Background: an optimization exercise with open tools, aiming at small area and a short achievable clock period. Do not read the settings as production practice. At most, simulation tests tie the RTL to the original design; equivalence was not proved. Only the layout flow was run in run 6; the RTL was not checked for function there. Power is estimated from default activity; no workload was simulated.

**design/flow/design.v**
```verilog
`default_nettype none
module cycle_uart_in #(
    parameter int WORD_SIZE = 32,
    parameter int WORD_PART = 8,
    parameter int MEM_SIZE  = 64,
    parameter int CLQ_FREQ  = 1_843_200,
    parameter int BAUD_RATE = 115200
) (
    input  logic                 clock,
    input  logic                 reset,
    input  logic                 sig,
    output logic [WORD_SIZE-1:0] data_out,
    output logic                 valid_out,
    input  logic                 ready_in,
    output logic                 full,
    output logic                 empty,
    output logic                 frame_err,
    output logic                 overflow
);
    localparam int CLKS_PER_BIT = CLQ_FREQ / BAUD_RATE;
    localparam int HALF_BIT     = CLKS_PER_BIT / 2;
    localparam int NUM_PARTS    = WORD_SIZE / WORD_PART;
    localparam int CNT_W        = (CLKS_PER_BIT > 1) ? $clog2(CLKS_PER_BIT) : 1;
    localparam int BIT_W        = (WORD_PART > 1) ? $clog2(WORD_PART) : 1;
    localparam int PART_W       = (NUM_PARTS > 1) ? $clog2(NUM_PARTS) : 1;
    localparam int ADDR_W       = (MEM_SIZE > 1) ? $clog2(MEM_SIZE) : 1;
    localparam logic [CNT_W-1:0]  CNT_LAST   = CNT_W'(CLKS_PER_BIT - 1);
    localparam logic [CNT_W-1:0]  CNT_HALF   = CNT_W'(HALF_BIT - 1);
    localparam logic [BIT_W-1:0]  BIT_LAST   = BIT_W'(WORD_PART - 1);
    localparam logic [PART_W-1:0] PART_LAST  = PART_W'(NUM_PARTS - 1);
    localparam logic [ADDR_W:0]   COUNT_FULL = (ADDR_W + 1)'(MEM_SIZE);
    typedef enum logic [2:0] {
        ST_ARM,
        ST_IDLE,
        ST_START,
        ST_DATA,
        ST_STOP
    } state_t;
    logic                 sig_meta_q, sig_meta_d;
    logic                 sig_s_q, sig_s_d;
    logic                 sig_prev_q, sig_prev_d;
    state_t               state_q, state_d;
    logic [CNT_W-1:0]     cnt_q, cnt_d;
    logic [BIT_W-1:0]     bit_idx_q, bit_idx_d;
    logic [WORD_PART-1:0] shift_q, shift_d;
    logic                 byte_stb_q, byte_stb_d;
    logic                 ferr_q, ferr_d;
    logic [PART_W-1:0]    part_q, part_d;
    logic [WORD_SIZE-1:0] word_q, word_d;
    logic                 push_q, push_d;
    localparam int RING_N = MEM_SIZE - 1;
    logic [WORD_SIZE-1:0] ring_q [RING_N];
    logic [RING_N-1:0]    sel_q, sel_d;
    logic [ADDR_W-1:0]    wpos_q, wpos_d;    
    logic                 pend_q, pend_d;    
    logic [ADDR_W:0]      count_q, count_d;
    logic                 full_q, full_d;
    logic                 empty_q, empty_d;
    logic                 full_o, empty_o, valid_o;
    logic                 ovf_q, ovf_d;
    logic [WORD_SIZE-1:0] out_q;
    logic                 sel_ring, sel_word, sel_hold;
    logic                 do_pop;
    logic                 do_push;
    logic                 ring_wr;
    logic                 next_is_word;
    logic [WORD_SIZE-1:0] ring_next;
    always_comb begin
        sig_meta_d = sig;
        sig_s_d    = sig_meta_q;
        sig_prev_d = sig_s_q;
    end
    always_comb begin
        state_d    = state_q;
        cnt_d      = cnt_q;
        bit_idx_d  = bit_idx_q;
        shift_d    = shift_q;
        byte_stb_d = 1'b0;
        ferr_d     = 1'b0;
        case (state_q)
            ST_ARM: begin
                if (!sig_s_q) begin
                    cnt_d = '0;
                end else if (cnt_q == CNT_LAST) begin
                    cnt_d   = '0;
                    state_d = ST_IDLE;
                end else begin
                    cnt_d = cnt_q + 1'b1;
                end
            end
            ST_IDLE: begin
                if (sig_prev_q && !sig_s_q) begin
                    cnt_d   = '0;
                    state_d = ST_START;
                end
            end
            ST_START: begin
                if (cnt_q == CNT_HALF) begin
                    cnt_d     = '0;
                    bit_idx_d = '0;
                    state_d   = sig_s_q ? ST_IDLE : ST_DATA;
                end else begin
                    cnt_d = cnt_q + 1'b1;
                end
            end
            ST_DATA: begin
                if (cnt_q == CNT_LAST) begin
                    cnt_d   = '0;
                    shift_d = WORD_PART'({sig_s_q, shift_q} >> 1);
                    if (bit_idx_q == BIT_LAST) begin
                        state_d = ST_STOP;
                    end else begin
                        bit_idx_d = bit_idx_q + 1'b1;
                    end
                end else begin
                    cnt_d = cnt_q + 1'b1;
                end
            end
            ST_STOP: begin
                if (cnt_q == CNT_LAST) begin
                    cnt_d = '0;
                    if (sig_s_q) begin
                        byte_stb_d = 1'b1;
                        state_d    = ST_IDLE;
                    end else begin
                        ferr_d  = 1'b1;
                        state_d = ST_ARM;
                    end
                end else begin
                    cnt_d = cnt_q + 1'b1;
                end
            end
            default: begin
                cnt_d   = '0;
                state_d = ST_ARM;
            end
        endcase
    end
    always_comb begin
        word_d = word_q;
        part_d = part_q;
        push_d = 1'b0;
        if (ferr_q) begin
            part_d = '0;
        end else if (byte_stb_q) begin
            word_d = (word_q << WORD_PART) | WORD_SIZE'(shift_q);
            if (part_q == PART_LAST) begin
                part_d = '0;
                push_d = 1'b1;
            end else begin
                part_d = part_q + 1'b1;
            end
        end
    end
    always_comb begin
        do_pop  = !empty_q && ready_in;
        do_push = push_q && (!full_q || do_pop);
        ovf_d   = ovf_q | (push_q && !do_push);
        case ({do_push, do_pop})
            2'b10:   count_d = count_q + 1'b1;
            2'b01:   count_d = count_q - 1'b1;
            default: count_d = count_q;
        endcase
        if (do_push) begin
            full_d  = do_pop ? full_q : (count_q == COUNT_FULL - 1'b1);
            empty_d = do_pop ? empty_q : 1'b0;
        end else begin
            full_d  = do_pop ? 1'b0 : full_q;
            empty_d = do_pop ? (count_q == (ADDR_W + 1)'(1)) : empty_q;
        end
        sel_d = do_pop ? sel_q : {sel_q[0], sel_q[RING_N-1:1]};
        if (do_push) begin
            wpos_d = wpos_q;
        end else if (wpos_q == '0) begin
            wpos_d = ADDR_W'(RING_N - 1);
        end else begin
            wpos_d = wpos_q - 1'b1;
        end
        ring_wr = pend_q && (wpos_q == ADDR_W'(1));
        pend_d  = (pend_q && !ring_wr) || do_push;
        next_is_word = (count_q == (ADDR_W + 1)'(1)) || (pend_q && count_q == (ADDR_W + 1)'(2));
        ring_next = '0;
        for (int p = 0; p < RING_N; p++) begin
            ring_next = ring_next | (ring_q[p] & {WORD_SIZE{sel_q[p]}});
        end
        sel_ring = do_pop && !next_is_word;
        sel_word = do_pop ? next_is_word : empty_q;
        sel_hold = !do_pop && !empty_q;
    end
    always_ff @(posedge clock) begin
        for (int j = 0; j < RING_N - 1; j++) begin
            ring_q[j] <= ring_q[j+1];
        end
        ring_q[RING_N-1] <= ring_wr ? word_q : ring_q[0];
    end
    always_ff @(posedge clock) begin
        shift_q   <= shift_d;
        bit_idx_q <= bit_idx_d;
        word_q    <= word_d;
        out_q     <= ({WORD_SIZE{sel_ring}} & ring_next) | ({WORD_SIZE{sel_word}} & word_q) |
                     ({WORD_SIZE{sel_hold}} & out_q);
    end
    always_ff @(posedge clock) begin
        if (reset) begin
            sig_meta_q <= 1'b1;
            sig_s_q    <= 1'b1;
            sig_prev_q <= 1'b1;
            state_q    <= ST_ARM;
            cnt_q      <= '0;
            byte_stb_q <= 1'b0;
            ferr_q     <= 1'b0;
            part_q     <= '0;
            push_q     <= 1'b0;
            pend_q     <= 1'b0;
            sel_q      <= RING_N'(1);
            wpos_q     <= ADDR_W'(RING_N - 1);
            count_q    <= '0;
            full_q     <= 1'b0;
            empty_q    <= 1'b1;
            full_o     <= 1'b0;
            empty_o    <= 1'b1;
            valid_o    <= 1'b0;
            ovf_q      <= 1'b0;
        end else begin
            sig_meta_q <= sig_meta_d;
            sig_s_q    <= sig_s_d;
            sig_prev_q <= sig_prev_d;
            state_q    <= state_d;
            cnt_q      <= cnt_d;
            byte_stb_q <= byte_stb_d;
            ferr_q     <= ferr_d;
            part_q     <= part_d;
            push_q     <= push_d;
            pend_q     <= pend_d;
            sel_q      <= sel_d;
            wpos_q     <= wpos_d;
            count_q    <= count_d;
            full_q     <= full_d;
            empty_q    <= empty_d;
            full_o     <= (do_push && !do_pop && count_q == COUNT_FULL - 1'b1) ||
                          (full_q && !(do_pop && !do_push));
            empty_o    <= (do_pop && !do_push && count_q == (ADDR_W + 1)'(1)) ||
                          (empty_q && !do_push);
            valid_o    <= !((do_pop && !do_push && count_q == (ADDR_W + 1)'(1)) ||
                            (empty_q && !do_push));
            ovf_q      <= ovf_d;
        end
    end
    assign data_out  = out_q;
    assign valid_out = valid_o;
    assign full      = full_o;
    assign empty     = empty_o;
    assign frame_err = ferr_q;
    assign overflow  = ovf_q;
endmodule
`default_nettype wire
```
**design/flow/config.mk**
```make
export PLATFORM = sky130hd
export DESIGN_NAME = cycle_uart_in
export DESIGN_NICKNAME = cycle_uart_in
export VERILOG_FILES = /design/flow/design.v
export SDC_FILE = /design/flow/constraint.sdc
export NUM_CORES = 4
export LEC_CHECK = 0
export CAP_MARGIN = 20
export CORE_MARGIN = 2
export CORE_UTILIZATION = 65
export CTS_CLUSTER_DIAMETER = 80
export CTS_CLUSTER_SIZE = 26
export SETUP_SLACK_MARGIN = 2.0
export SLEW_MARGIN = 20
```
**design/flow/constraint.sdc**
```tcl
create_clock -name core_clock -period 4.0 [get_ports {clock}]
set_input_delay 0.8000 -clock core_clock [delete_from_list [all_inputs] [get_ports {clock}]]
set_output_delay 0.8000 -clock core_clock [all_outputs]
set_load 0.01 [all_outputs]
```
**design/flow/run.sh**
```bash
#!/bin/bash
# synth_recipe.tcl (not shown) runs the flow's synth.tcl, then flattens the netlist and writes it again
# the make line also repeats each setting of config.mk as NAME=value (left out here)
make -C /OpenROAD-flow-scripts/flow DESIGN_CONFIG=/design/flow/config.mk WORK_HOME=/design/flow/orfs CLKGATE_MAP_FILE= SYNTH_SCRIPT=/design/flow/synth_recipe.tcl finish
```
==> results of run 1 <==
[kinds of logic after synthesis]
logic type,after synthesis,synth area share [%]
AO/OA/AOI/OAI,1160,16.8
XOR/XNOR,10,0.152
adder cells (fa/ha/maj),13,0.282
buffers and inverters,303,2.03
flip-flops,2189,76.6
multiplexers,34,0.659
AND/OR/NAND/NOR,384,3.41
[worst max-delay path: stages (launching register included)]
cell                       delay [ps]
sky130_fd_sc_hd__dfxtp_4          460
sky130_fd_sc_hd__buf_4            270
sky130_fd_sc_hd__a22o_1           230
sky130_fd_sc_hd__a221oi_1         250
sky130_fd_sc_hd__nand4_1          210
sky130_fd_sc_hd__nor4_4           360
sky130_fd_sc_hd__o21ai_0          120
[sequential cells by signal (all words and copies together), names as in the netlist, 2 cells and up]
signal and count:
cnt_q 4, state_q 3, wpos_q 6, out_q 32
word_q 32, sel_q 63, bit_idx_q 3, ring_q 2016
part_q 2, count_q 7, shift_q 8
[metal layers]
| metal | vias up | GRT usage (%) | share of wire, % |
|---|---|---|---|
| met4 | 11 | 29.3 | 7.0 |
| met5 | - | 0.259 | 0.037 |
| met1 | 19500 | 59.8 | 37 |
| met3 | 859 | 12.5 | 14 |
| met2 | 3472 | 65.5 | 42 |
| li1 | 15600 | - | - |
[power by group]
group,switching (µW),leakage (µW),internal (µW)
clock network,6480,0.00122,4380
registers,25.5,0.0177,21800
logic,93.4,0.00553,27.2
[metrics by stage]
stage                     hold WS, ps  total power [µW]  worst slack (ps)  instance area, µm²  utilization, %
after floorplan                   330             22400              1530               57900               -
after global placement            333             22500               721               59800            67.7
after detailed placement          336             22500               691               59800            67.7
after CTS                         335             32700              1890               64100            72.7
after global routing              343             33500              1940               64800            73.4
final                             330             32800              1940               64800            73.4
[layout by cell type, fill, tap and decap left out, types with 5 or more instances in the layout]
master	count
sky130_fd_sc_hd__a21oi_1	73
sky130_fd_sc_hd__a221oi_1	453
sky130_fd_sc_hd__a221oi_2	28
sky130_fd_sc_hd__a222oi_1	32
sky130_fd_sc_hd__a22o_1	480
sky130_fd_sc_hd__a22oi_1	33
sky130_fd_sc_hd__a31oi_1	5
sky130_fd_sc_hd__and3_1	6
sky130_fd_sc_hd__buf_12	44
sky130_fd_sc_hd__buf_4	182
sky130_fd_sc_hd__buf_6	72
sky130_fd_sc_hd__buf_8	5
sky130_fd_sc_hd__clkbuf_1	21
sky130_fd_sc_hd__clkbuf_16	97
sky130_fd_sc_hd__dfxtp_1	2041
sky130_fd_sc_hd__dfxtp_2	23
sky130_fd_sc_hd__dfxtp_4	82
sky130_fd_sc_hd__diode_2	11
sky130_fd_sc_hd__edfxtp_1	43
sky130_fd_sc_hd__ha_1	11
sky130_fd_sc_hd__inv_1	9
sky130_fd_sc_hd__mux2_2	32
sky130_fd_sc_hd__nand2_1	143
sky130_fd_sc_hd__nand3_1	7
sky130_fd_sc_hd__nand4_1	128
sky130_fd_sc_hd__nor2_1	28
sky130_fd_sc_hd__nor3_1	9
sky130_fd_sc_hd__nor4_2	21
sky130_fd_sc_hd__nor4_4	8
sky130_fd_sc_hd__o21ai_0	30
sky130_fd_sc_hd__o21ai_1	9
sky130_fd_sc_hd__or2_2	6
sky130_fd_sc_hd__xor2_1	6
[repair_timing]
action	in CTS	in global routing
gates cloned	3	2
resized for setup	377	74
setup endpoints to repair	119	55
setup buffers	117	27
pin swaps	9	22
[worst paths after layout]
kind                                          endpoint  slack [ps]  cells past startpoint
worst max-delay path                  out_q[5]$_DFF_P_        1940                      6
worst min-delay path            ring_q[54][17]$_DFF_P_         330                      0
worst max register to register        out_q[5]$_DFF_P_        1940                      6
worst min register to register  ring_q[54][17]$_DFF_P_         330                      0
[final cells by class]
type                            instances  share of cell area (%)
Sequential cell                      2189                    68.8
Multi-Input combinational cell       1603                    19.9
Timing Repair Buffer                  313                    5.09
Clock buffer                          117                    3.81
Tap cell                             1165                    2.25
Inverter                               10                  0.0656
Clock inverter                          2                  0.0444
Antenna cell                           11                  0.0425
==> flow_results.org, run 1 <==
** Placed design
- The congestion estimate from routability-driven global placement came to ~0.96.
- During placement, the flow inserted port buffers numbering 40.
- Placed cell count :: 5131
- Detailed placement finished with a half-perimeter wire length of ~120000 µm.

** Die
- Row generation in the floorplan step produced 109 rows.
- Effective utilization at floorplan :: about two thirds
- Chip Width :: between 300 and 400 µm
- The core region is 88200 µm².
- # IOs :: just over 40
- DIE AREA :: 91200 µm²
- From bottom edge to top edge, the die measures 302 µm.

** STA
- For the pin with the worst max-slew slack, the measured transition is 792 ps.
- The worst pin sits at a relative slew slack of 47.2%.
- Setup total negative slack on the finished layout was measured at 0 ps.
- The number of max-slew violations in the final report is 0.
- Clock tree skew after final layout :: 53.0 ps
- Number of hold violations in the final report :: 0
- The worst path in the final design needs a cycle of a little over 2000 ps, including I/O delays and setup.
- Setup repair after global routing could not meet its margin everywhere.
- Final Cycle Share :: 51.5%
- Timing would allow up to just under 0.5 GHz.
- Setup violations remaining at the end of the flow were counted as 0.

** Yosys
- Of all flip-flops after synthesis, the portion carrying an async set or reset was 0%.
- In this run, synthesis produced a sequential element count of 2189.
- The synthesized netlist occupies a cell area of between 50000 and 60000 µm².
- Area share of the largest cell type after synthesis :: approximately 74%
- After synthesis, the most frequently instantiated cells are sky130_fd_sc_hd__dfxtp_1, sky130_fd_sc_hd__a221oi_1, sky130_fd_sc_hd__a22o_1.
- Most frequent cell after synthesis :: sky130_fd_sc_hd__dfxtp_1
- Post-synth top area cell :: sky130_fd_sc_hd__dfxtp_1
- During synthesis, Yosys emitted a total of 2 warnings.
- Synthesis handed over a netlist of 4093 instances.
- Sorting the synthesized cells by area gives the leading types as sky130_fd_sc_hd__dfxtp_1, sky130_fd_sc_hd__a221oi_1, sky130_fd_sc_hd__a22o_1.
- Dividing the synthesized area by the synthesized cell count gives roughly 14 µm².
- Post-Syn Nets :: 4110
- Count of flip-flops with a built-in enable after synthesis :: 43
- For this run, the leading register cell type out of synthesis is sky130_fd_sc_hd__dfxtp_1.
- The number of different library cells used by synthesis comes to 49.
- After synthesis, flip-flops and latches occupy between 70 and 80% of the total area.

** Critical path
- Kind of capture point of the worst setup path :: flip-flop
- The worst setup path is launched from a flip-flop.
- Worst endpoint data arrival time :: ~2700 ps
- Along the worst path, the maximum fanout reaches 10.
- For the worst setup path, the data required time is 4590 ps.
- Worst setup path class :: flip-flop to flip-flop
- The critical path starts at sel_q[34]$_SDFFE_PP0N_.
- The startpoint identified for the worst register-to-register timing path is sel_q[34]$_SDFFE_PP0N_.

** Outcome
- The flow ran to the end and the layout has no timing, DRC or antenna violations.

** Route
- Dividing the detail-routed via count by the number of cells gives about 7.3.
- Residual DRC count :: 0
- For this run, the detailed router's first-pass iteration total came to 8.
- In the final routed layout, each cell accounts on average for 39.0 µm.
- For this block, the initial DRC count from the detailed router was 6598.
- The routed layout has approximately 39000 vias.
- The routed design has ~210000 µm of wire.
- Remaining number of nets flagged by the antenna check after routing :: 0

** Power and ir drop
- Worst-case vdd ir drop :: roughly 580 µV
- In this run the static leakage power is about 0.024 µW.
- Power spread over the standard cell area amounts to between 500 and 600 nW/µm².

** Layout
- Number of nets in the final layout :: ~4200
- Excluding fillers, the count of instances in the completed layout stands at 5410.
- Fraction of layout cells with a size suffix above 1 :: approximately 15%
- Number of filler instances in the final layout :: around 5700
- In the final layout, the multi-input gates occupy about 13000 µm².
- Compared with the post-synthesis result, the final layout area differs by 12.2%.
- Across the whole layout, storage elements account for roughly 45000 µm².

** Clocking
- TritonCTS clock tree :: done
- Number of CTS-inserted buffers :: 94
- Clock root buffer master :: sky130_fd_sc_hd__clkbuf_16
- The clock drives approximately 2200 sinks.
- At the later pin of the worst-skew pair, clock insertion delay measures between 700 and 800 ps.
- The H-tree generated during clock tree synthesis spans 3 levels.
- Max Root-Sink Buffers :: 3
- Post-CTS Hold Fix Bufs :: 0
- Reg clk slew, reported paths :: 100 ps

** Global routing
- GRT Residual Overflow :: 0
- Largest net degree at the start of global routing :: 66
- Via count of the first global-routing pass :: 38300
- Wire length of the first global-routing pass :: about 290000 µm
- The number of antenna violations at the first check in global routing is 9.
- Global-route usage over all layers :: 45.2%

** Job
- The tool flagged a number of max-cap violations equal to 0.

** Worst hold path
- Hold/Removal Path Class :: flip-flop to flip-flop
- Startpoint of the tightest hold check path :: ring_q[55][17]$_DFF_P_
==> run 2, diff against run 1 <==
--- a/design/flow/config.mk
+++ b/design/flow/config.mk
@@ -7,5 +7,5 @@
 export LEC_CHECK = 0
-export CAP_MARGIN = 20
+export CAP_MARGIN = 0
 export CORE_MARGIN = 2
-export CORE_UTILIZATION = 65
+export CORE_UTILIZATION = 60
 export CTS_CLUSTER_DIAMETER = 80
@@ -13,2 +13,2 @@
 export SETUP_SLACK_MARGIN = 2.0
-export SLEW_MARGIN = 20
+export SLEW_MARGIN = 0
==> flow_results.org, run 2 <==
** Critical path
- Reg2reg setup slack :: 1880 ps (-60 ps)
- The worst register-to-register path begins at sel_q[51]$_SDFFE_PP0N_.
- Worst path slowest cell :: sky130_fd_sc_hd__dfxtp_4
- Worst Path Buf+Inv :: 2 (+1)
- Crit-path max FO :: 6 (-4)
- The worst setup path is launched from a flip-flop.
- Top Family by Delay on Critical Path :: compound AO/OA/AOI/OAI gates
- Data required time at the worst endpoint :: 4610 ps (+20 ps)
- Slowest stage delay, CP :: 430 ps (-30 ps)
- STA classifies the critical path endpoint as a flip-flop.
- Reg-to-reg critical path endpoint :: out_q[14]$_DFF_P_
- The critical path is of the flip-flop to flip-flop type.
- Chain of cells forming the critical path :: buf_12 > buf_4 > a22o_1 > a221oi_1 > nand4_1 > nor4_2 > o21ai_0
- The depth of the worst register-to-register path is 7 (+1).
- Worst endpoint data arrival time :: 2730 ps (+80 ps)

** Route
- The per-cell routed wire length was 39.6 µm (+1.6%).
- The post-detailed-route DRC marker count came to 0 (unchanged).
- The number of routed nets with antenna violations is 0 (unchanged).
- The total length of routed wires came to 220000 µm (+4.0%).
- Number of vias after detailed routing :: 39700 (+0.51%)
- DRT iter0 DRCs :: 6796 (+3.0%)
- The mean number of vias per cell came to 7.17 (-1.8%).
- The number of detailed-route iterations in the first pass is 7 (-1).

** Die
- Placeable Area :: 95200 µm² (+7.8%)
- The number of top-level design ports is 41 (unchanged).
- Die span in y :: 314 µm (+4.0%)
- The die outline width came to 314 µm (+4.0%).
- The die outline area was 98700 µm² (+8.2%).
- Effective utilization at floorplan :: 60.7% (-4.8 points)
- The site row count is 113 (+3.7%).

** Yosys
- Share of synthesized area spent on multiplexers :: 0.659% (unchanged)
- Syn_area_per_cell :: 14.1 µm² (unchanged)
- Counting instances in the post-synthesis netlist gives the leading cell types as sky130_fd_sc_hd__dfxtp_1, sky130_fd_sc_hd__a221oi_1, sky130_fd_sc_hd__a22o_1.
- Synth Area in XOR/XNOR :: 0.152% (unchanged)
- Gate count of the mapped netlist :: 4093 (unchanged)
- The adder-cell area share of the yosys netlist came to 0.282% (unchanged).
- Yosys attributes the largest share of cell area to sky130_fd_sc_hd__dfxtp_1, sky130_fd_sc_hd__a221oi_1, sky130_fd_sc_hd__a22o_1.
- By area, the combinational part of the netlist is dominated by compound AO/OA/AOI/OAI gates.
- Area of the mapped netlist :: 57700 µm² (unchanged)
- The compound-gate portion of the synthesized area was 16.8% (unchanged).
- The most used flip-flop cell after synthesis is sky130_fd_sc_hd__dfxtp_1.
- Post-Syn Nets :: 4110 (unchanged)
- The simple logic cell fraction of the synthesized area is 3.41% (unchanged).
- The number of storage elements in the synthesis netlist is 2189 (unchanged).
- Summed over all instances, the cell type with the most area after synthesis is sky130_fd_sc_hd__dfxtp_1.
- The count of warnings emitted by yosys was 2 (unchanged).
- Count of cell types in the netlist :: 49 (unchanged)
- Area share of the largest cell type after synthesis :: 74.4% (unchanged)
- Most frequent cell after synthesis :: sky130_fd_sc_hd__dfxtp_1
- Share of async-settable or async-resettable flops after synthesis :: 0% (unchanged)
- The count of flip-flops with a built-in enable after synthesis is 43 (unchanged).
- Sequential share of the synthesized area :: 76.6% (unchanged)

** Layout
- Final core area utilization :: 68.8% (-4.6 points)
- Largest reg by FF count :: ring_q
- The library cell used most frequently in the layout, excluding fill and tap cells, is sky130_fd_sc_hd__dfxtp_1.
- Number of nets in the final layout :: 4255 (+0.64%)
- Commonest non-fill, non-tap cells in the layout :: sky130_fd_sc_hd__dfxtp_1, sky130_fd_sc_hd__a22o_1, sky130_fd_sc_hd__a221oi_1, sky130_fd_sc_hd__buf_4, sky130_fd_sc_hd__nand2_1
- Flip-flop count of the largest register after layout :: 2016 (unchanged)
- Compared with the post-synthesis result, the final layout area differs by 13.4%.
- The largest registers in the layout are ring_q x2016, sel_q x63.
- Fraction of layout cells with a size suffix above 1 :: 15.2% (+0.27 points)

** STA
- The worst setup margin came to 1880 ps (-62.8 ps).
- The clock skew after layout was 30.7 ps (-22.3 ps).
- The number of max-slew violations in the final report came to 0 (unchanged).
- The timing-limited maximum frequency came to 0.471 GHz (-3.0%).
- Setup repair after global routing missed its margin :: yes
- The final total negative setup slack came to 0 ps (unchanged).
- Transition time at the pin with the least slew margin :: 953 ps (+161 ps)
- Final Cycle Share :: 53.1% (+1.6 points)
- The worst-case headroom to the max-slew limit came to 36.3% (-11 points).
- The final critical-path required period is 2120 ps (+62.8 ps).
- The count of final setup violators was 0 (unchanged).
- The final hold violation count is 0 (unchanged).

** Job
- The max-capacitance violation count is 0 (unchanged).

** Worst hold path
- In this run the most critical hold path is launched from ring_q[57][3]$_DFF_P_.
- The cell depth of the worst hold path was 0 (unchanged).
- The min-delay analysis places its worst path in the category flip-flop to flip-flop.
- The path with the worst hold slack has its endpoint at ring_q[56][3]$_DFF_P_.

** Outcome
- Outcome :: finished clean

** Placed design
- The number of buffer cells added on primary ports is 40 (unchanged).
- The global placement routability congestion was 0.938 (-2.4%).
- The detailed placer's ending HPWL is 123000 µm (+0.44%).
- The placement-stage worst setup slack came to 646 ps (-45.0 ps).

** Power and ir drop
- The relative contribution of the clock network to total power came to 33.5% (+0.4 points).
- The fraction of power spent switching nets is 20.2% (+0.10 points).
- The power per cell area is 504 nW/µm² (-0.39%).
- Portion of total power attributed to combinational logic :: 0.4% (about the same)
- The total power of the final layout is 33000 µW (+0.65%).
- The internal power summed over all cells came to 26300 µW (+0.52%).
- The net switching power is 6680 µW (+1.2%).
- The sequential cell fraction of total power came to 66.1% (-0.4 points).
- The peak supply drop is 493 µV (-15%).
- Leakage power :: 0.0247 µW (+0.95%)

** Clocking
- Clock sinks :: 2189 (unchanged)
- Clock root buffer master :: sky130_fd_sc_hd__clkbuf_16
- Reg clk slew, reported paths :: 100 ps (about the same)
- The clock insertion delay at the later pin of the skew report was 730 ps (about the same).
- Number of CTS-inserted buffers :: 94 (unchanged)
- The H-tree level count was 3 (unchanged).
- Post-CTS Hold Fix Bufs :: 0 (unchanged)
- TritonCTS clock tree :: done
- The buffer levels on the longest clock path was 3 (unchanged).

** Global routing
- GRT Residual Overflow :: 0 (unchanged)
- Wire length of the first global-routing pass :: 297000 µm (+3.1%)
- The pin count of the biggest net entering global routing was 66 (unchanged).
- The global-route usage over all layers was 43.2% (-2.0 points).
- Number of antenna violations at the first check in global routing :: 10 (+1)
- Via count of the first global-routing pass :: 38100 (-0.43%)
run 2: cell counts after synthesis:
No cell type changed its count.
run 2: through the flow:
stage	std cells	hold WS, ps	cell area, µm²
2_1_floorplan	4093	330	57900
3_3_place_gp	5220	332	59800
3_5_place_dp	5220	336	59800
4_1_cts	5470	342	64500
5_1_grt	5531	346	65500
6_report	5537	338	65500
run 2: cell families (layout without fill, tap and decap cells):
| logic type | count (synthesis) | count (layout) |
|---|---|---|
| flops | 2189 | 2189 |
| compound gates | 1160 | 1161 |
| xor+xnor | 10 | 10 |
| fa+ha+maj | 13 | 13 |
| simple gates | 384 | 384 |
| mux | 34 | 34 |
| other cells | 0 | 8 |
| buf+inv | 303 | 473 |
run 2: worst max path at each step:
stage,start,end,slack (ps),cells after the start
6_report,sel_q[51]$_SDFFE_PP0N_,out_q[14]$_DFF_P_,1880,7
5_1_grt,sel_q[51]$_SDFFE_PP0N_,out_q[14]$_DFF_P_,1850,7
4_1_cts,out_q[14]$_DFF_P_,data_out[14],1960,1
3_5_place_dp,ready_in,out_q[3]$_DFF_P_,650,8
3_3_place_gp,ready_in,count_q[5]$_SDFFE_PP0P_,650,10
2_1_floorplan,ready_in,count_q[5]$_SDFFE_PP0P_,1530,11
run 2: per-layer routing:
layer / wire length (µm) / GRT usage [%] / vias up / share of wire, %
met2: 92000 / 62.8 / 3298 / 42
met5: 58 / 0 / - / 0.026
met1: 82000 / 57.9 / 19900 / 37
met3: 30300 / 12.4 / 789 / 14
li1: - / - / 15700 / -
met4: 15200 / 25.1 / 8 / 6.9
run 2: worst register-to-register path: stages (launching register included):
cell and delay (ps):
sky130_fd_sc_hd__dfxtp_4 430, sky130_fd_sc_hd__buf_12 180, sky130_fd_sc_hd__buf_4 150, sky130_fd_sc_hd__a22o_1 190
sky130_fd_sc_hd__a221oi_1 340, sky130_fd_sc_hd__nand4_1 240, sky130_fd_sc_hd__nor4_2 370, sky130_fd_sc_hd__o21ai_0 110
run 2: layout make-up:
class | count | area [µm²]
Fill cell | 6568 | 29700
Timing Repair Buffer | 341 | 3860
Multi-Input combinational cell | 1602 | 12800
Clock buffer | 120 | 2510
Sequential cell | 2189 | 44600
Antenna cell | 8 | 20.0
Inverter | 10 | 50.0
Tap cell | 1265 | 1580
Clock inverter | 2 | 50.0
run 2: power groups by stage:
stage	registers (µW)	clock network (µW)	logic, µW
after CTS	21800	11000	97.1
after floorplan	22400	0	51.7
after detailed placement	22400	0	82.2
after global placement	22400	0	78.4
final	21800	11100	127
after global routing	21800	11700	126
run 2: timing repair:
action / in CTS / in global routing
setup endpoints to repair: 118 / 75
setup buffers: 126 / 57
gates resized for setup: 364 / 65
cloned: 2 / 2
pin swaps: 11 / 22
==> run 3, diff against run 2 <==
--- a/design/flow/config.mk
+++ b/design/flow/config.mk
@@ -7,3 +7,3 @@
 export LEC_CHECK = 0
-export CAP_MARGIN = 0
+export CAP_MARGIN = 20
 export CORE_MARGIN = 2
@@ -11,4 +11,5 @@
 export CTS_CLUSTER_DIAMETER = 80
-export CTS_CLUSTER_SIZE = 26
+export CTS_CLUSTER_SIZE = 30
+export GPL_TIMING_DRIVEN = 0
 export SETUP_SLACK_MARGIN = 2.0
-export SLEW_MARGIN = 0
+export SLEW_MARGIN = 20
==> flow_results.org, run 3 <==
** Outcome
- The flow ran to the end and the layout has no timing, DRC or antenna violations.

** Placed design
- The detailed placer's ending HPWL came to 183000 µm (+49%).
- The placement-stage cell area is 62200 µm² (+4.1%).
- The number of buffer cells added on primary ports was 39 (-2.5%).
- RePlAce Congestion :: 1.03 (+9.8%)

** STA
- The worst-case headroom to the max-slew limit is 30.3% (-6.0 points).
- Transition time at the pin with the least slew margin :: 1050 ps (+92.9 ps)
- The clock skew after layout is 38.4 ps (+7.68 ps).
- Setup repair after global routing could not meet its margin everywhere.
- The timing-limited maximum frequency came to 0.426 GHz (-9.5%).
- Number of hold violations in the final report :: 0 (unchanged)
- Final Cycle Share :: 58.6% (+5.6 points)
- Final setup violating endpoints :: 0 (unchanged)
- The number of max-slew violations in the final report came to 0 (unchanged).
- Min Tclk post-route :: 2350 ps (+223 ps)

** Worst hold path
- Hold/Removal Path Class :: flip-flop to flip-flop

** Layout
- The number of flip-flops under the largest register name came to 2016 (unchanged).
- Number of filler instances in the final layout :: 5920 (-9.9%)
- Final cell area excluding filler cells :: 71500 µm² (+9.1%)
- The register with the most flip-flops in the final layout is ring_q.
- Leaving out fill and tap cells, the most frequent cell in the layout is sky130_fd_sc_hd__dfxtp_1.
- From synthesis to final layout, the design area changed by 23.8%.
- In the final layout, the registers with the most flip-flops are ring_q x2016, sel_q x63.
- Number of nets in the final layout :: 4494 (+5.6%)
- Fraction of layout cells with a size suffix above 1 :: 22.3% (+7.0 points)
- The utilization after layout is 75.1% (+6.3 points).
- Commonest non-fill, non-tap cells in the layout :: sky130_fd_sc_hd__dfxtp_1, sky130_fd_sc_hd__a22o_1, sky130_fd_sc_hd__a221oi_1, sky130_fd_sc_hd__clkbuf_16, sky130_fd_sc_hd__a221oi_2

** Yosys
- The share of synthesized registers carrying an async set or reset came to 0% (unchanged).
- Area of the mapped netlist :: 57700 µm² (unchanged)
- Sequential share of the synthesized area :: 76.6% (unchanged)
- The synthesized area divided by synthesized cell count is 14.1 µm² (unchanged).
- Most instantiated flip-flop cell in the synthesis netlist :: sky130_fd_sc_hd__dfxtp_1
- Commonest cells in the synthesized netlist :: sky130_fd_sc_hd__dfxtp_1, sky130_fd_sc_hd__a221oi_1, sky130_fd_sc_hd__a22o_1
- The fraction of post-synthesis cell area in the top cell type by area was 74.4% (unchanged).
- Yosys reg bits :: 2189 (unchanged)
- Count of cell types in the netlist :: 49 (unchanged)
- The count of flip-flops with a built-in enable after synthesis is 43 (unchanged).
- Post-synth top area cell :: sky130_fd_sc_hd__dfxtp_1
- Yosys instantiated no cell more often than sky130_fd_sc_hd__dfxtp_1.
- Total of warnings raised by yosys :: 2 (unchanged)
- The synthesized net count came to 4110 (unchanged).
- Cell types with the largest area share after synthesis :: sky130_fd_sc_hd__dfxtp_1, sky130_fd_sc_hd__a221oi_1, sky130_fd_sc_hd__a22o_1
- Gate count of the mapped netlist :: 4093 (unchanged)

** Clocking
- Clk latency of the worst-skew pair :: 730 ps (about the same)
- TritonCTS clock tree :: done
- Reg clk slew, reported paths :: 120 ps (+20 ps)
- Max Root-Sink Buffers :: 3 (unchanged)
- The number of buffers inserted during clock tree synthesis came to 83 (-12%).
- Clock sinks :: 2189 (unchanged)
- The tree is rooted in a sky130_fd_sc_hd__clkbuf_16.
- H-tree depth :: 3 (unchanged)
- Post-CTS Hold Fix Bufs :: 0 (unchanged)

** Critical path
- Type of element launching the critical path :: flip-flop
- Data required time at the worst endpoint :: 4610 ps (about the same)
- Depth of the worst register-to-register path :: 9 (+2)
- Reg-to-reg critical path endpoint :: out_q[7]$_DFF_P_
- Reg2reg setup slack :: 1650 ps (-220 ps)
- Startpoint of the worst-slack reg-to-reg timing path :: sel_q[41]$_SDFFE_PP0N_
- The maximum fanout along the worst path is 6 (unchanged).
- The critical path in this run is classified as flip-flop to flip-flop.
- Beginning of the critical path :: sel_q[41]$_SDFFE_PP0N_
- The arrival time of the worst setup path is 2960 ps (+230 ps).
- The most critical setup path has its endpoint at out_q[7]$_DFF_P_.
- Kind of capture point of the worst setup path :: flip-flop

** Die
- The site row count came to 113 (unchanged).
- The number of top-level design ports was 41 (unchanged).
- The core outline area is 95200 µm² (unchanged).
- The die outline area is 98700 µm² (unchanged).
- The die outline width was 314 µm (unchanged).
- The height of the die was 314 µm (unchanged).
- The initial core utilization is 60.7% (unchanged).

** Global routing
- Met1 GRT Util :: 66.6% (+8.7 points)
- The global-route usage over all layers was 55.4% (+12 points).
- The global routing met3 resource utilization is 28.4% (+16 points).
- Busiest layer in global routing :: met2
- The via count of the first global-routing pass is 40000 (+4.9%).
- GRT Residual Overflow :: 0 (unchanged)
- The pin count of the biggest net entering global routing is 32 (-52%).
- Number of antenna violations at the first check in global routing :: 29 (+19)
- The met2 track demand over resource was 72.7% (+9.9 points).
- Wire length of the first global-routing pass :: 359000 µm (+21%)

** Power and ir drop
- Part of the total power dissipated in sequential elements :: 66.6% (+0.5 points)
- The internal power summed over all cells came to 26100 µW (-1.0%).
- Worst-case vdd ir drop :: 412 µV (-17%)
- The net switching power is 6770 µW (+1.4%).
- The power per cell area came to 460 nW/µm² (-8.8%).
- Portion of total power attributed to combinational logic :: 0.6% (+0.2 points)
- Power share of the clock group :: 32.8% (-0.7 points)
- The fraction of power spent switching nets came to 20.6% (+0.39 points).
- The static power due to leakage is 0.0273 µW (+10%).

** Route
- Routed wire length :: 277000 µm (+26%)
- Post-detailed-route wirelength per cell :: 47.9 µm (+21%)
- Residual DRC count :: 0 (unchanged)
- The number of detailed-route iterations in the first pass came to 9 (+2).
- The iteration-0 DRC count of the detailed router is 8723 (+28%).
- The number of routed nets with antenna violations is 0 (unchanged).
- The mean number of vias per cell came to 7.48 (+4.3%).
- Number of vias after detailed routing :: 43300 (+9.1%)

** Job
- The max-capacitance violation count came to 0 (unchanged).
-- run 3: cell types whose count changed in the layout (fill, tap and decap cells not counted), sizes merged --
cell and delta:
buf -8, clkbuf +246, clkdlybuf4s15 +1, diode +14, dlygate4sd2 +1, o21a -1
-- run 3: logic make-up (layout without fill, tap and decap cells) --
kind of cell	Yosys count	count (layout)	synth area share, %
other	0	22	0
XOR/XNOR	10	10	0.152
adder cells (fa/ha/maj)	13	13	0.282
flip-flops	2189	2189	76.6
buffers and inverters	303	713	2.03
AND/OR/NAND/NOR	384	384	3.41
AO/OA/AOI/OAI	1160	1160	16.8
multiplexers	34	34	0.659
-- run 3: worst min path at each step --
stage	start	end	cells after the start
final	ring_q[51][17]$_DFF_P_	ring_q[50][17]$_DFF_P_	0
after detailed placement	ring_q[34][22]$_DFF_P_	ring_q[33][22]$_DFF_P_	0
after global placement	ring_q[10][15]$_DFF_P_	ring_q[9][15]$_DFF_P_	0
after global routing	ring_q[14][13]$_DFF_P_	ring_q[13][13]$_DFF_P_	0
after CTS	ring_q[27][31]$_DFF_P_	ring_q[26][31]$_DFF_P_	0
after floorplan	ring_q[15][17]$_DFF_P_	ring_q[14][17]$_DFF_P_	0
-- run 3: worst max-delay path, cell delays in order (launching register included) --
cell and delay, ps:
sky130_fd_sc_hd__dfxtp_2 340, sky130_fd_sc_hd__buf_8 130, sky130_fd_sc_hd__buf_12 150, sky130_fd_sc_hd__clkbuf_16 160, sky130_fd_sc_hd__buf_16 150, sky130_fd_sc_hd__a22o_1 210, sky130_fd_sc_hd__a221oi_2 210, sky130_fd_sc_hd__nand4_1 180
sky130_fd_sc_hd__nor4_4 510, sky130_fd_sc_hd__o21ai_1 140
-- run 3: repair_timing --
item,4_1_cts,5_1_grt
endpoints found under the setup margin,177,82
cloned,8,0
pin swaps,121,105
setup buffers,138,27
resized for setup,1072,137
-- run 3: cell type report --
class | instances | area [µm²] | area share, %
Inverter | 10 | 45.0 | 0.0630
Timing Repair Buffer | 299 | 4490 | 6.28
Buffer | 293 | 4410 | 6.18
Tap cell | 1265 | 1580 | 2.21
Multi-Input combinational cell | 1601 | 14200 | 19.8
Clock buffer | 109 | 2300 | 3.22
Sequential cell | 2189 | 44300 | 62.1
Clock inverter | 2 | 60.1 | 0.0840
Antenna cell | 22 | 55.1 | 0.0770
-- run 3: through the flow --
stage	cells	power, µW	setup WS [ps]	hold WS, ps	TNS (ps)
6_report	5790	32800	1650	344	0
4_1_cts	5741	32600	1790	349	0
5_1_grt	5770	33400	1650	346	0
3_3_place_gp	5397	22500	-1110	332	-23790
2_1_floorplan	4093	22400	1530	330	0
3_5_place_dp	5484	22500	458	335	0
-- run 3: per-layer routing --
metal | wire length (µm) | vias to the layer above
met5 | 333 | -
met3 | 48500 | 1419
met1 | 93000 | 21200
met2 | 105000 | 4501
met4 | 30600 | 24
li1 | - | 16200
-- run 3: power by group through the flow --
stage | registers, µW | logic (µW) | clock network, µW
CTS | 21900 | 187 | 10600
finish | 21900 | 205 | 10800
global placement | 22400 | 139 | 0
floorplan | 22400 | 51.7 | 0
detailed placement | 22400 | 159 | 0
global route | 21900 | 198 | 11400
==> run 4, diff against run 3 <==
--- a/design/flow/config.mk
+++ b/design/flow/config.mk
@@ -12,3 +12,2 @@
 export CTS_CLUSTER_SIZE = 30
-export GPL_TIMING_DRIVEN = 0
 export SETUP_SLACK_MARGIN = 2.0
==> flow_results.org, run 4 <==
** Layout
- The largest registers in the layout are ring_q x2016, sel_q x63.
- ring_q holds more flip-flops than any other register.
- The fill cell total of the finished layout was 6574 (+11%).
- The number of flip-flops under the largest register name is 2016 (unchanged).
- Number of nets in the final layout :: 4242 (-5.6%)
- Number of standard cells in the layout, taps in and fillers out :: 5520 (-4.7%)
- Leaving out fill and tap cells, the most frequent cell in the layout is sky130_fd_sc_hd__dfxtp_1.
- Commonest non-fill, non-tap cells in the layout :: sky130_fd_sc_hd__dfxtp_1, sky130_fd_sc_hd__a22o_1, sky130_fd_sc_hd__a221oi_1, sky130_fd_sc_hd__buf_4, sky130_fd_sc_hd__nand2_1
- Fraction of layout cells with a size suffix above 1 :: 15.4% (-6.9 points)
- From synthesis to final layout, the design area changed by 13.0%.

** Global routing
- The remaining global-route overflow was 0 (unchanged).
- Wire length of the first global-routing pass :: 295000 µm (-18%)
- The via count of the first global-routing pass is 37900 (-5.1%).
- The pin count of the biggest net entering global routing is 66 (+110%).
- Global-route usage over all layers :: 43.0% (-12 points)
- Number of antenna violations at the first check in global routing :: 9 (-69%)

** Die
- # IOs :: 41 (unchanged)
- The die outline width came to 314 µm (unchanged).
- The core outline area came to 95200 µm² (unchanged).
- Die span in y :: 314 µm (unchanged)
- Cell row count :: 113 (unchanged)
- DIE AREA :: 98700 µm² (unchanged)
- Effective utilization at floorplan :: 60.7% (unchanged)

** STA
- The number of max-slew violations in the final report is 0 (unchanged).
- The final critical-path required period is 2060 ps (-283 ps).
- Final setup violating endpoints :: 0 (unchanged)
- Number of hold violations in the final report :: 0 (unchanged)
- The clock skew after layout came to 30.4 ps (-8.06 ps).
- Total negative slack for setup checks :: 0 ps (unchanged)
- Setup repair after global routing missed its margin :: yes
- Rel. slew slack :: 35.0% (+4.7 points)
- Transition time at the pin with the least slew margin :: 973 ps (-72.9 ps)
- The share of the clock period used by the worst path was 51.6% (-7.1 points).
- Upper clock frequency limit :: 0.485 GHz (+14%)

** Power and ir drop
- The total power of the final layout came to 32500 µW (-0.89%).
- The static power due to leakage was 0.0246 µW (-9.9%).
- The peak supply drop came to 406 µV (-1.2%).
- PD cells :: 499 nW/µm² (+8.5%)

** Yosys
- Syn_area_per_cell :: 14.1 µm² (unchanged)
- The synthesized net count was 4110 (unchanged).
- Cell types with the largest area share after synthesis :: sky130_fd_sc_hd__dfxtp_1, sky130_fd_sc_hd__a221oi_1, sky130_fd_sc_hd__a22o_1
- For this run, the leading register cell type out of synthesis is sky130_fd_sc_hd__dfxtp_1.
- The sequential fraction of the synthesis area is 76.6% (unchanged).
- The synthesized cell area came to 57700 µm² (unchanged).
- Counting instances in the post-synthesis netlist gives the leading cell types as sky130_fd_sc_hd__dfxtp_1, sky130_fd_sc_hd__a221oi_1, sky130_fd_sc_hd__a22o_1.
- Post-synth top area cell :: sky130_fd_sc_hd__dfxtp_1
- Total of warnings raised by yosys :: 2 (unchanged)
- The most common cell in the synthesized netlist is sky130_fd_sc_hd__dfxtp_1.
- The number of unique standard cell types used by synthesis came to 49 (unchanged).
- The fraction of post-synthesis cell area in the top cell type by area came to 74.4% (unchanged).
- Yosys reg bits :: 2189 (unchanged)
- The count of flip-flops with a built-in enable after synthesis was 43 (unchanged).
- The share of synthesized registers carrying an async set or reset came to 0% (unchanged).
- Gate count of the mapped netlist :: 4093 (unchanged)

** Outcome
- The run finished with no timing, DRC or antenna violations.

** Critical path
- The depth of the worst register-to-register path came to 6 (-3).
- The maximum fanout along the worst path is 16 (+10).
- Startpoint of the worst-slack reg-to-reg timing path :: sel_q[21]$_SDFFE_PP0N_
- The worst setup path is launched from a flip-flop.
- Worst setup path class :: flip-flop to flip-flop
- Kind of capture point of the worst setup path :: flip-flop
- Reg-to-reg critical path endpoint :: out_q[8]$_DFF_P_
- The reg-to-reg setup timing slack is 1940 ps (+280 ps).
- The arrival time of the worst setup path was 2650 ps (-310 ps).
- Data required time at the worst endpoint :: 4590 ps (-20 ps)

** Route
- The number of routed nets with antenna violations is 0 (unchanged).
- Residual DRC count :: 0 (unchanged)
- Count of TritonRoute iterations in the first routing pass :: 6 (-3)
- Avg Vias per Cell :: 7.16 (-4.3%)
- Post-detailed-route wirelength per cell :: 39.5 µm (-17%)
- Routed wire length :: 218000 µm (-21%)
- DRT iter0 DRCs :: 7195 (-18%)
- Number of vias after detailed routing :: 39500 (-8.7%)

** Placed design
- RePlAce Congestion :: 0.938 (-8.9%)
- Placed cell count :: 5220 (-4.8%)
- The detailed placer's ending HPWL came to 123000 µm (-33%).
- Buffers added on ports :: 40 (+2.6%)

** Job
- Maximum Capacitance Violations :: 0 (unchanged)

** Clocking
- Number of CTS-inserted buffers :: 83 (unchanged)
- The clock-pin transition on the worst setup and hold timing paths came to 110 ps (about the same).
- TritonCTS built the clock tree.
- Post-CTS Hold Fix Bufs :: 0 (unchanged)
- Clock root buffer master :: sky130_fd_sc_hd__clkbuf_16
- The clock insertion delay at the later pin of the skew report came to 720 ps (about the same).
- The H-tree level count came to 3 (unchanged).
- Clock sinks :: 2189 (unchanged)
- Max Root-Sink Buffers :: 3 (unchanged)

** Worst hold path
- Hold/Removal Path Class :: flip-flop to flip-flop
- Worst hold stages :: 0 (unchanged)
- Hold worst-path end :: ring_q[21][6]$_DFF_P_
- In this run the most critical hold path is launched from ring_q[22][6]$_DFF_P_.
## run 4: changes by cell type in the layout (fill, tap and decap cells not counted), sizes merged
cell           change
clkbuf           -254
diode             -20
buf                +5
bufinv             -1
clkdlybuf4s15      -1
dlygate4sd2        -1
inv                +1
o21a               +1
## run 4: through the flow
| stage | utilization [%] | cell area (µm²) | hold WS [ps] | setup WS (ps) |
|---|---|---|---|---|
| final | 68.6 | 65300 | 347 | 1940 |
| after global routing | 68.6 | 65300 | 353 | 1930 |
| after CTS | 67.5 | 64200 | 346 | 1900 |
| after detailed placement | 62.8 | 59800 | 336 | 664 |
| after global placement | 62.8 | 59800 | 332 | 647 |
| after floorplan | - | 57900 | 330 | 1530 |
## run 4: logic make-up after synthesis
kind of cell | share of synthesized area (%)
flip-flops | 76.6
AO/OA/AOI/OAI | 16.8
AND/OR/NAND/NOR | 3.41
buffers and inverters | 2.03
multiplexers | 0.659
adder cells (fa/ha/maj) | 0.282
XOR/XNOR | 0.152
## run 4: cell type report
type | count | area (µm²) | area share [%]
antenna | 2 | 5.00 | 0.00767
clock buffer | 111 | 2310 | 3.54
clock inverter | 2 | 41.3 | 0.0633
inverter | 10 | 42.5 | 0.0652
multi-input combinational | 1602 | 12900 | 19.8
sequential | 2189 | 44600 | 68.3
tap | 1265 | 1580 | 2.42
timing repair buffer | 339 | 3750 | 5.75
## run 4: critical path, cell delays in order (launching register included)
cell and delay, ps:
sky130_fd_sc_hd__dfxtp_4 410, sky130_fd_sc_hd__buf_6 230, sky130_fd_sc_hd__a22o_1 250, sky130_fd_sc_hd__a221oi_1 260, sky130_fd_sc_hd__nand4_1 220, sky130_fd_sc_hd__nor4_4 410
sky130_fd_sc_hd__o21ai_0 120
## run 4: where the power goes
part | internal [µW] | switching (µW)
Combinational | 33.5 | 93.3
Clock | 4110 | 6480
Sequential | 21800 | 25.1
Total | 25900 | 6600
## run 4: how the worst max path moves through the flow
stage | startpoint | endpoint | slack, ps | cells past startpoint
floorplan | ready_in | count_q[5]$_SDFFE_PP0P_ | 1530 | 11
global placement | ready_in | count_q[5]$_SDFFE_PP0P_ | 650 | 10
detailed placement | ready_in | out_q[3]$_DFF_P_ | 660 | 8
CTS | sel_q[36]$_SDFFE_PP0N_ | out_q[10]$_DFF_P_ | 1900 | 5
global route | out_q[14]$_DFF_P_ | data_out[14] | 1930 | 1
finish | sel_q[21]$_SDFFE_PP0N_ | out_q[8]$_DFF_P_ | 1940 | 6
## run 4: routing by layer
metal	up-vias	track usage, %	part of all wire, %
met5	-	0	0.048
met3	774	11.0	13
li1	15600	-	-
met1	19800	58.7	38
met2	3272	62.7	42
met4	14	23.6	6.4
## run 4: what timing repair did
| item | CTS | global route |
|---|---|---|
| cloned | 1 | 1 |
| setup buffers | 128 | 55 |
| endpoints found under the setup margin | 118 | 75 |
| gates resized for setup | 357 | 90 |
| pin swaps | 10 | 40 |
==> run 5, diff against run 4 <==
--- a/design/flow/config.mk
+++ b/design/flow/config.mk
@@ -9,3 +9,3 @@
 export CORE_MARGIN = 2
-export CORE_UTILIZATION = 60
+export CORE_UTILIZATION = 65
 export CTS_CLUSTER_DIAMETER = 80
==> flow_results.org, run 5 <==
** Global routing
- Global-route usage over all layers :: 44.9% (+2.0 points)
- The pin count of the biggest net entering global routing is 66 (unchanged).
- The met2 track demand over resource was 65.8% (+3.0 points).
- Met3 global-route usage :: 12.3% (+1.2 points)
- The global routing stage identified its most utilized layer as met2.
- Number of antenna violations at the first check in global routing :: 8 (-1)
- The fraction of met1 tracks used by global routing is 59.9% (+1.2 points).
- Via count of the first global-routing pass :: 37900 (-0.23%)
- The global-route wire length before repair is 286000 µm (-3.1%).
- GRT Residual Overflow :: 0 (unchanged)

** Layout
- Commonest non-fill, non-tap cells in the layout :: sky130_fd_sc_hd__dfxtp_1, sky130_fd_sc_hd__a22o_1, sky130_fd_sc_hd__a221oi_1, sky130_fd_sc_hd__buf_4, sky130_fd_sc_hd__nand2_1
- Largest registers ranked by flip-flop count :: ring_q x2016, sel_q x63
- Layout overhead on the synthesized area :: 11.8%
- Final cell area excluding filler cells :: 64600 µm² (-1.1%)
- The net total in the final layout was 4219 (-0.54%).
- The share of layout cells above drive strength 1 is 14.8% (-0.57 points).
- The number of flip-flops under the largest register name is 2016 (unchanged).
- More flip-flops sit in one register than any other, and that register is ring_q.
- Most frequent standard cell in the layout excluding fill and tap cells :: sky130_fd_sc_hd__dfxtp_1

** Route
- Number of vias after detailed routing :: 39500 (-0.025%)
- The total length of routed wires is 210000 µm (-3.6%).
- The number of detailed-route iterations in the first pass was 8 (+2).
- The number of routed nets with antenna violations was 0 (unchanged).
- DRT iter0 DRCs :: 6775 (-5.8%)
- Avg Vias per Cell :: 7.32 (+2.2%)
- Residual DRC count :: 0 (unchanged)
- The per-cell routed wire length is 38.9 µm (-1.5%).

** Yosys
- The synthesized net count is 4110 (unchanged).
- Area share of the largest cell type after synthesis :: 74.4% (unchanged)
- The number of storage elements in the synthesis netlist came to 2189 (unchanged).
- Among all cell types in the netlist, the one instantiated most often is sky130_fd_sc_hd__dfxtp_1.
- Sequential share of the synthesized area :: 76.6% (unchanged)
- Share of async-settable or async-resettable flops after synthesis :: 0% (unchanged)
- Area of the mapped netlist :: 57700 µm² (unchanged)
- Total of warnings raised by yosys :: 2 (unchanged)
- Most instantiated flip-flop cell in the synthesis netlist :: sky130_fd_sc_hd__dfxtp_1
- Gate count of the mapped netlist :: 4093 (unchanged)
- The synthesized area divided by synthesized cell count is 14.1 µm² (unchanged).
- The count of flip-flops with a built-in enable after synthesis came to 43 (unchanged).
- Cell types with the largest area share after synthesis :: sky130_fd_sc_hd__dfxtp_1, sky130_fd_sc_hd__a221oi_1, sky130_fd_sc_hd__a22o_1
- Post-synth top area cell :: sky130_fd_sc_hd__dfxtp_1
- The number of unique standard cell types used by synthesis is 49 (unchanged).
- After synthesis, the most frequently instantiated cells are sky130_fd_sc_hd__dfxtp_1, sky130_fd_sc_hd__a221oi_1, sky130_fd_sc_hd__a22o_1.

** Clocking
- Clock sinks :: 2189 (unchanged)
- The number of buffers inserted during clock tree synthesis came to 83 (unchanged).
- The buffer levels on the longest clock path was 3 (unchanged).
- The H-tree level count is 3 (unchanged).
- TritonCTS built the clock tree.
- Clock root buffer master :: sky130_fd_sc_hd__clkbuf_16
- Post-CTS Hold Fix Bufs :: 0 (unchanged)
- The clock insertion delay at the later pin of the skew report is 710 ps (about the same).
- Reg clk slew, reported paths :: 110 ps (about the same)

** Die
- # IOs :: 41 (unchanged)
- The die outline width was 302 µm (-3.9%).
- Cell row count :: 109 (-3.5%)
- Effective utilization at floorplan :: 65.4% (+4.8 points)
- The die outline area came to 91200 µm² (-7.6%).
- The height of the die came to 302 µm (-3.9%).
- The core outline area came to 88200 µm² (-7.3%).

** STA
- Pins Over Slew Limit :: 0 (unchanged)
- The final total negative setup slack came to 0 ps (unchanged).
- Transition time at the pin with the least slew margin :: 786 ps (-187 ps)
- Number of hold violations in the final report :: 0 (unchanged)
- The worst-case headroom to the max-slew limit is 47.6% (+13 points).
- Min Tclk post-route :: 2050 ps (-7.51 ps)
- Upper clock frequency limit :: 0.487 GHz (+0.37%)
- Setup repair after global routing could not meet its margin everywhere.
- Final setup violating endpoints :: 0 (unchanged)
- Clock tree skew after final layout :: 44.1 ps (+13.7 ps)
- Final Cycle Share :: 51.4% (-0.19 points)

** Placed design
- RePlAce Congestion :: 0.961 (+2.4%)
- Buffers added on ports :: 40 (unchanged)
- Hpwl dp :: 122000 µm (-0.43%)
- Placed cell areas :: 59800 µm² (about the same)

** Worst hold path
- Hold/Removal Path Class :: flip-flop to flip-flop

** Power and ir drop
- The static power due to leakage is 0.0244 µW (-1.0%).
- The fraction of power spent switching nets was 20.3% (-0.027 points).
- The internal power summed over all cells was 25900 µW (-0.33%).
- The relative contribution of the clock network to total power is 32.3% (-0.3 points).
- The peak supply drop came to 608 µV (+50%).
- PD cells :: 502 nW/µm² (+0.70%)
- Net switching power :: 6570 µW (-0.49%)
- Part of the total power dissipated in sequential elements :: 67.3% (+0.2 points)
- The share of power burned in combinational logic is 0.4% (about the same).

** Critical path
- Kind of capture point of the worst setup path :: flip-flop
- Data required time at the worst endpoint :: 4580 ps (about the same)
- Worst endpoint data arrival time :: 2640 ps (about the same)
- The worst setup path is launched from a flip-flop.
- The maximum fanout along the worst path is 27 (+11).
- The critical path is of the flip-flop to flip-flop type.

** Outcome
- The run finished with no timing, DRC or antenna violations.

** Job
- The max-capacitance violation count came to 0 (unchanged).
## run 5: cell type report
cell class | instances | area [µm²]
clock inverter | 3 | 50.0
sequential | 2189 | 44600
tap | 1165 | 1460
fill | 5712 | 23700
inverter | 10 | 42.5
clock buffer | 109 | 2260
multi-input combinational | 1603 | 12900
timing repair buffer | 315 | 3270
antenna | 6 | 15.0
## run 5: worst paths after layout
kind | from | end | slack [ps] | depth (start not counted)
setup / recovery | sel_q[4]$_SDFFE_PP0N_ | out_q[1]$_DFF_P_ | 1950 | 6
hold / removal | ring_q[8][3]$_DFF_P_ | ring_q[7][3]$_DFF_P_ | 340 | 0
setup reg to reg | sel_q[4]$_SDFFE_PP0N_ | out_q[1]$_DFF_P_ | 1950 | 6
hold reg to reg | ring_q[8][3]$_DFF_P_ | ring_q[7][3]$_DFF_P_ | 340 | 0
## run 5: repair_timing
item	4_1_cts	5_1_grt
setup buffers	81	67
gates cloned	2	1
setup endpoints to repair	120	69
pin swaps	7	26
endpoints found under the hold margin	0	0
resized for setup	356	104
## run 5: power by group through the flow
stage               registers, µW  clock network, µW  logic (µW)
finish                      21800              10500         125
global route                21800              11100         123
global placement            22400                  0        85.0
detailed placement          22400                  0        89.9
floorplan                   22400                  0        51.7
CTS                         21800              10400         107
## run 5: cell families (layout without fill, tap and decap cells)
kind of cell    after synthesis  count (layout)  share of synthesized area, %
fa+ha+maj                    13              13                         0.282
other cells                   0               6                             0
compound gates             1160            1161                          16.8
flops                      2189            2189                          76.6
buf+inv                     303             437                          2.03
xor+xnor                     10              10                         0.152
simple gates                384             385                          3.41
mux                          34              34                         0.659
## run 5: critical path, stage by stage (launching register included)
cell and delay, ps:
sky130_fd_sc_hd__dfxtp_4 450, sky130_fd_sc_hd__buf_12 260, sky130_fd_sc_hd__a22o_1 250, sky130_fd_sc_hd__a221oi_1 340
sky130_fd_sc_hd__nand4_1 220, sky130_fd_sc_hd__nor4_4 300, sky130_fd_sc_hd__o21ai_1 90
## run 5: per-stage QoR
step                hold WS, ps  util [%]  total power [µW]  setup slack [ps]  cells
floorplan                   330         -             22400              1530   4093
CTS                         349      71.9             32300              1810   5326
detailed placement          336      67.7             22500               691   5131
finish                      342      73.2             32400              1950   5400
global placement            333      67.7             22500               721   5131
global route                350      73.2             33100              1930   5394
## run 5: routing by layer
metal	routed length, µm	vias to the layer above
met2	89700	3490
li1	-	15600
met4	14000	8
met3	29500	877
met5	218	-
met1	76900	19500
==> run 6, diff against run 5 <==
--- a/design/flow/design.v
+++ b/design/flow/design.v
@@ -52,3 +52,5 @@
     logic [WORD_SIZE-1:0] ring_q [RING_N];
+    localparam int HALF_W = WORD_SIZE / 2;
     logic [RING_N-1:0]    sel_q, sel_d;
+    logic [RING_N-1:0]    selb_q;
     logic [ADDR_W-1:0]    wpos_q, wpos_d;    
@@ -60,3 +62,3 @@
     logic                 ovf_q, ovf_d;
-    logic [WORD_SIZE-1:0] out_q;
+    logic [WORD_SIZE-1:0] data_q, out_q;
     logic                 sel_ring, sel_word, sel_hold;
@@ -183,3 +185,3 @@
         for (int p = 0; p < RING_N; p++) begin
-            ring_next = ring_next | (ring_q[p] & {WORD_SIZE{sel_q[p]}});
+            ring_next = ring_next | (ring_q[p] & {{HALF_W{selb_q[p]}}, {HALF_W{sel_q[p]}}});
         end
@@ -200,3 +202,6 @@
         out_q     <= ({WORD_SIZE{sel_ring}} & ring_next) | ({WORD_SIZE{sel_word}} & word_q) |
-                     ({WORD_SIZE{sel_hold}} & out_q);
+                     ({WORD_SIZE{sel_hold}} & data_q);
+        if (!sel_hold) begin
+            data_q <= ({WORD_SIZE{sel_ring}} & ring_next) | ({WORD_SIZE{sel_word}} & word_q);
+        end
     end
@@ -215,2 +220,3 @@
             sel_q      <= RING_N'(1);
+            selb_q     <= RING_N'(1);
             wpos_q     <= ADDR_W'(RING_N - 1);
@@ -235,2 +241,3 @@
             sel_q      <= sel_d;
+            selb_q     <= do_pop ? selb_q : {selb_q[0], selb_q[RING_N-1:1]};
             wpos_q     <= wpos_d;
--- a/design/flow/config.mk
+++ b/design/flow/config.mk
@@ -9,5 +9,5 @@
 export CORE_MARGIN = 2
-export CORE_UTILIZATION = 65
+export CORE_UTILIZATION = 60
 export CTS_CLUSTER_DIAMETER = 80
-export CTS_CLUSTER_SIZE = 30
+export CTS_CLUSTER_SIZE = 26
 export SETUP_SLACK_MARGIN = 2.0
==> flow_results.org, run 6 <==
** Global routing
- The global-route usage over all layers came to 39.3% (-5.7 points).
- Largest net degree at the start of global routing :: 79 (+20%)
- The global-route wire length before repair came to 287000 µm (+0.38%).
- GRT Residual Overflow :: 0 (unchanged)
- The number of antenna violations at the first check in global routing was 2 (-6).
- The via count of the first global-routing pass was 38700 (+2.3%).

** Route
- DRT iter0 DRCs :: 4853 (-28%)
- Post-detailed-route wirelength per cell :: 34.9 µm (-10%)
- Number of vias after detailed routing :: 39600 (+0.14%)
- The total length of routed wires came to 210000 µm (-0.23%).
- The number of routed nets with antenna violations is 0 (unchanged).
- Count of TritonRoute iterations in the first routing pass :: 6 (-2)
- Residual DRC count :: 0 (unchanged)

** Clocking
- TritonCTS clock tree :: done
- The clock insertion delay at the later pin of the skew report was 730 ps (+20 ps).
- The total of hold buffers inserted after clock tree synthesis is 0 (unchanged).
- H-tree depth :: 3 (unchanged)
- Max Root-Sink Buffers :: 3 (unchanged)
- Reg clk slew, reported paths :: 100 ps (about the same)
- Number of CTS-inserted buffers :: 97 (+17%)
- Clock sinks :: 2284 (+4.3%)

** Power and ir drop
- The power per cell area was 486 nW/µm² (-3.2%).
- Worst-case vdd ir drop :: 353 µV (-42%)
- Leakage power :: 0.0266 µW (+9.2%)

** Placed design
- Placed cell areas :: 63600 µm² (+6.4%)
- Buffers added on ports :: 40 (unchanged)
- The detailed placer's ending HPWL is 138000 µm (+12%).
- The count of placed standard cells including taps was 5728 (+12%).

** Yosys
- The number of unique standard cell types used by synthesis was 50 (+2.0%).
- Synth Area in Compound Gates :: 16.5% (-0.37 points)
- The fraction of post-synthesis cell area in the top cell type by area was 72.3% (-2.1 points).
- Post-synthesis share of cell area spent on and, or, nand and nor gates :: 4.44% (+1.0 points)
- Dominant combinational cell family by area after synthesis :: compound AO/OA/AOI/OAI gates
- The mux cell area share after synthesis was 0.638% (-0.021 points).
- In the synthesized netlist the dominant register cell turns out to be sky130_fd_sc_hd__dfxtp_1.
- Most frequent cell after synthesis :: sky130_fd_sc_hd__dfxtp_1
- Commonest cells in the synthesized netlist :: sky130_fd_sc_hd__dfxtp_1, sky130_fd_sc_hd__a221oi_1, sky130_fd_sc_hd__a22o_1
- Synth Area in XOR/XNOR :: 0.115% (-0.037 points)
- The count of flip-flops with a built-in enable after synthesis came to 75 (+74%).
- Syn_area_per_cell :: 13.7 µm² (-3.0%)
- By area the synthesized netlist is led by sky130_fd_sc_hd__dfxtp_1, sky130_fd_sc_hd__a221oi_1, sky130_fd_sc_hd__a22o_1.
- sky130_fd_sc_hd__dfxtp_1 takes more of the synthesized area than any other cell.
- Sequential share of the synthesized area :: 76.0% (-0.68 points)
- The synthesized net count was 4489 (+9.2%).

** Layout
- ring_q holds more flip-flops than any other register.
- The largest registers in the layout are ring_q x2016, sel_q x63, selb_q x63.
- Number of filler instances in the final layout :: 7036 (+23%)
- The net total in the final layout is 4637 (+9.9%).
- The top cell types in the final layout, fill and taps aside, are sky130_fd_sc_hd__dfxtp_1, sky130_fd_sc_hd__a22o_1, sky130_fd_sc_hd__nand2_1, sky130_fd_sc_hd__a221oi_1, sky130_fd_sc_hd__a221oi_2.
- The cell area after layout was 70800 µm² (+9.6%).
- The area growth from synthesis to layout is 15.6%.
- Leaving out fill and tap cells, the most frequent cell in the layout is sky130_fd_sc_hd__dfxtp_1.
- Flip-flop count of the largest register after layout :: 2016 (unchanged)
- Total area of sequential cells :: 47000 µm² (+5.3%)

** STA
- Transition time at the pin with the least slew margin :: 1010 ps (+228 ps)
- The timing-limited maximum frequency is 0.467 GHz (-4.1%).
- The final hold violation count was 0 (unchanged).
- The final critical-path required period came to 2140 ps (+88.2 ps).
- Setup repair after global routing missed its margin :: yes
- The share of the clock period used by the worst path is 53.6% (+2.2 points).
- The number of max-slew violations in the final report is 0 (unchanged).

** Outcome
- The flow ran to the end and the layout has no timing, DRC or antenna violations.

** Critical path
- Data required time at the worst endpoint :: 4480 ps (-100 ps)
- The worst setup path is of the flip-flop to flip-flop kind.
- Worst endpoint data arrival time :: 2620 ps (-20 ps)

** Job
- The max-capacitance violation count was 0 (unchanged).

** Die
- # IOs :: 41 (unchanged)
- The die outline area came to 105000 µm² (+15%).
- Chip Width :: 323 µm (+7.0%)
- Effective utilization at floorplan :: 60.3% (-5.1 points)
- The height of the die is 323 µm (+7.0%).
-- run 6: changes by cell type after synthesis, moves of 10 or more --
| cell | previous run | this run |
|---|---|---|
| sky130_fd_sc_hd__nand2_1 | 143 | 320 |
| sky130_fd_sc_hd__a21oi_1 | 77 | 141 |
| sky130_fd_sc_hd__dfxtp_1 | 2146 | 2209 |
| sky130_fd_sc_hd__buf_1 | 16 | 52 |
| sky130_fd_sc_hd__a22oi_1 | 34 | 1 |
| sky130_fd_sc_hd__edfxtp_1 | 43 | 75 |
| sky130_fd_sc_hd__o211ai_1 | 0 | 22 |
| sky130_fd_sc_hd__nand2_2 | 0 | 10 |
| sky130_fd_sc_hd__o211ai_2 | 0 | 10 |
-- run 6: timing repair --
| item | CTS | global route |
|---|---|---|
| setup endpoints to repair | 210 | 96 |
| gates cloned | 2 | 4 |
| resized for setup | 694 | 173 |
| buffers inserted | 118 | 36 |
| pin swaps | 64 | 86 |
-- run 6: cell type report --
type | count | area share (%)
antenna | 1 | 0.00354
multi-input combinational | 1854 | 21.7
clock inverter | 2 | 0.0195
clock buffer | 124 | 3.75
inverter | 12 | 0.0760
sequential | 2284 | 66.4
tap | 1368 | 2.42
timing repair buffer | 371 | 5.64
-- run 6: critical path, cell delays in order (launching register included) --
cell	delay (ps)
sky130_fd_sc_hd__dfxtp_2	450
sky130_fd_sc_hd__buf_6	250
sky130_fd_sc_hd__a221oi_2	270
sky130_fd_sc_hd__nand4_1	210
sky130_fd_sc_hd__nor4_4	430
sky130_fd_sc_hd__buf_4	210
sky130_fd_sc_hd__o21ai_1	50
-- run 6: worst paths after layout --
| check | cells past startpoint | slack, ps | to | from |
|---|---|---|---|---|
| min reg2reg | 0 | 340 | ring_q[25][8]$_DFF_P_ | ring_q[26][8]$_DFF_P_ |
| max reg2reg | 6 | 1860 | data_q[7]$_DFFE_PN_ | sel_q[30]$_SDFFE_PP0N_ |
| min | 0 | 340 | ring_q[25][8]$_DFF_P_ | ring_q[26][8]$_DFF_P_ |
| max | 6 | 1860 | data_q[7]$_DFFE_PN_ | sel_q[30]$_SDFFE_PP0N_ |
-- run 6: cell families after synthesis --
logic type	count (synthesis)
flops	2284
compound gates	1223
simple gates	574
buf+inv	335
mux	35
fa+ha+maj	13
xor+xnor	8
-- run 6: layer usage --
| metal | global-route usage (%) | up-vias | routed length (µm) |
|---|---|---|---|
| met5 | 0 | - | 13 |
| met1 | 48.1 | 19600 | 78500 |
| met2 | 64.3 | 2290 | 98000 |
| li1 | - | 17000 | - |
| met3 | 7.23 | 743 | 17700 |
| met4 | 24.7 | 2 | 15700 |
-- run 6: stage by stage --
stage,setup slack [ps],hold slack (ps)
2_1_floorplan,1600,330
3_3_place_gp,793,332
3_5_place_dp,753,335
4_1_cts,1900,342
5_1_grt,1840,340
6_report,1860,340
-- run 6: power breakdown --
group / internal (µW) / switching [µW] / total (µW)
sequential: 22800 / 29.7 / 22800
combinational: 33.8 / 94.0 / 128
clock: 4680 / 6780 / 11500

Setup slack of run 6, layout unchanged: 1.857 ns with ideal ports, 1.840 ns with driving cells assumed (clock clkbuf_16, inputs buf_2), 1.195 ns with port delays also shifted by the 0.794 ns mid clock arrival.
